Source: an optimization exercise on an open RTL-to-GDS flow (aim: small area, a short achievable clock period and few clock cycles). Production flows keep margins and buffers that such runs may drop. In this exercise RTL edits were held to simulation tests only and were not proved equivalent to the original. Power figures rest on the tool's default switching activity, not on a simulated workload.

## normalized_cross_correlation
module normalized_cross_correlation
(
    input  logic               clk,
    input  logic               rst_n,
    input  logic               pixel_valid,
    output logic               pixel_ready,
    input  logic [7:0]         scene_pixel,
    input  logic [7:0]         templ_pixel,
    input  logic               last_pixel,
    output logic               result_valid,
    input  logic               result_ready,
    output logic signed [15:0] correlation,
    output logic               degenerate
);
Size in the first run: ~4,600 cells after synthesis, about 690 flip-flops, roughly 40 I/O pins, ~45,000 µm² of cells after synthesis.
==> module normalized_cross_correlation, before the edit <==
module normalized_cross_correlation
(
    input  logic               clk,
    input  logic               rst_n,
    input  logic               pixel_valid,
    output logic               pixel_ready,
    input  logic [7:0]         scene_pixel,
    input  logic [7:0]         templ_pixel,
    input  logic               last_pixel,
    output logic               result_valid,
    input  logic               result_ready,
    output logic signed [15:0] correlation,
    output logic               degenerate
);
    logic               in_v, in_c, in_last;
    logic [7:0]         in_s, in_t;
    logic               cl, zero, full;
    logic               accept, close, load, restart, use_nx;
    logic [COUNT_W-1:0] n_nx, n_q;
    logic [SUM_W-1:0]   ss_q, st_q;
    logic [SQ_W-1:0]    sss_q, stt_q, sst_q;
    assign close       = in_v && in_last;
    assign load        = cl && !full;
    assign restart     = load || zero;
    assign pixel_ready = !((close && full) || (close && cl) || (cl && full));
    assign accept      = pixel_valid && pixel_ready;
    assign use_nx      = close || !n_nx[COUNT_W-1];
    always_ff @(posedge clk or negedge rst_n)
    begin
        if (!rst_n)
        begin
            in_v <= 1'b0;
            in_c <= 1'b0;
            cl   <= 1'b0;
            zero <= 1'b1;
        end
        else
        begin
            in_v <= accept;
            in_c <= accept && use_nx;
            cl   <= close || (cl && full);
            zero <= 1'b0;
        end
    end
    always_ff @(posedge clk)
    begin
        in_s    <= (accept && use_nx) ? scene_pixel : 8'd0;
        in_t    <= (accept && use_nx) ? templ_pixel : 8'd0;
        in_last <= last_pixel;
    end
    ncc_dp u_dp (
        .clk      (clk),
        .cnt      (in_c),
        .restart  (restart),
        .s        (in_s),
        .t        (in_t),
        .n_next   (n_nx),
        .n_reg    (n_q),
        .ss_reg   (ss_q),
        .st_reg   (st_q),
        .sss_reg  (sss_q),
        .stt_reg  (stt_q),
        .sst_reg  (sst_q)
    );
    ncc_ctrl u_post (
        .clk          (clk),
        .rst_n        (rst_n),
        .load         (load),
        .full         (full),
        .n_in         (n_q),
        .ss_in        (ss_q),
        .st_in        (st_q),
        .sss_in       (sss_q),
        .stt_in       (stt_q),
        .sst_in       (sst_q),
        .result_valid (result_valid),
        .result_ready (result_ready),
        .correlation  (correlation),
        .degenerate   (degenerate)
    );
endmodule
==> flow/config.mk <==
export PLATFORM = sky130hd
export DESIGN_NAME = normalized_cross_correlation
export DESIGN_NICKNAME = normalized_cross_correlation
export VERILOG_FILES = /design/flow/design.v
export SDC_FILE = /design/flow/constraint.sdc
export NUM_CORES = 4
export LEC_CHECK = 0
export CAP_MARGIN = 20
export CORE_MARGIN = 2
export CORE_UTILIZATION = 45
export SLEW_MARGIN = 20
==> flow/constraint.sdc <==
create_clock -name core_clock -period 11.0 [get_ports {clk}]
set_input_delay 2.2000 -clock core_clock [delete_from_list [all_inputs] [get_ports {clk}]]
set_output_delay 2.2000 -clock core_clock [all_outputs]
set_load 0.01 [all_outputs]
standard.sh (not shown) runs the stock make flow with config.mk's settings and CLKGATE_MAP_FILE= SYNTH_SCRIPT=/design/flow/synth_recipe.tcl, a recipe that flattens the netlist after the stock synthesis.
==> flow/flow/run.sh <==
#!/bin/bash
set -euo pipefail
bash standard.sh SETUP_SLACK_MARGIN=6 finish > standard.log 2>&1
Testbench counts at the start, summed over its fixed seeds: cycles 45,507.
==> next run, changes <==
--- a/flow/design.v
+++ b/flow/design.v
@@ -609,14 +609,14 @@
 );
     logic               in_v, in_c, in_last;
     logic [7:0]         in_s, in_t;
-    logic               cl, zero, full;
+    logic               cl, zero, zero2, full;
     logic               accept, close, load, restart, use_nx;
     logic [COUNT_W-1:0] n_nx, n_q;
     logic [SUM_W-1:0]   ss_q, st_q;
     logic [SQ_W-1:0]    sss_q, stt_q, sst_q;
     assign close       = in_v && in_last;
     assign load        = cl && !full;
-    assign restart     = load || zero;
+    assign restart     = load || zero || zero2;
     assign pixel_ready = !((close && full) || (close && cl) || (cl && full));
     assign accept      = pixel_valid && pixel_ready;
     assign use_nx      = close || !n_nx[COUNT_W-1];
@@ -626,15 +626,17 @@
         begin
             in_v <= 1'b0;
             in_c <= 1'b0;
-            cl   <= 1'b0;
-            zero <= 1'b1;
+            cl    <= 1'b0;
+            zero  <= 1'b1;
+            zero2 <= 1'b1;
         end
         else
         begin
             in_v <= accept;
             in_c <= accept && use_nx;
-            cl   <= close || (cl && full);
-            zero <= 1'b0;
+            cl    <= close || (cl && full);
+            zero  <= 1'b0;
+            zero2 <= zero;
         end
     end
     always_ff @(posedge clk)
What happened:
- final cell count grows by a few percent
- first-iteration DRC count went up by a little under a tenth
- sequential share of layout area falls by 0.64 points
- via count is higher by a few percent
- routed wire length came out higher by a few percent
- worst hold slack improved by 20 ps
- sequential power came out higher by roughly a tenth
- cell area rises slightly
- power increases by about a fifth
Testbench counts after the change, summed over its fixed seeds: cycles 45,507.

[what the ideal ports hide]
The flow's constraints put no driver on any port. The routed layouts listed below were extracted and timed again, unchanged, in two steps.
Step 1, drivers: a clkbuf_16 drives clk and a buf_2 each remaining input, both assumed.
Step 2 times the ports against the registers' clock, not the clock port: input delays grow and output delays shrink by t, the midpoint of the rising clock arrivals with the driver on.
a / b / c = no drivers / after step 1 / after step 2; a / b = the first two.
| run | t, ns | setup slack, ns | clock arrival spread, ns |
|---|---|---|---|
| the first run | 0.724 | 6.112 / 6.112 / 6.112 | 0.043 / 0.043 |
| the second run | 0.752 | 6.078 / 6.078 / 6.078 | 0.037 / 0.037 |
After both steps setup and hold are still met in every run listed.
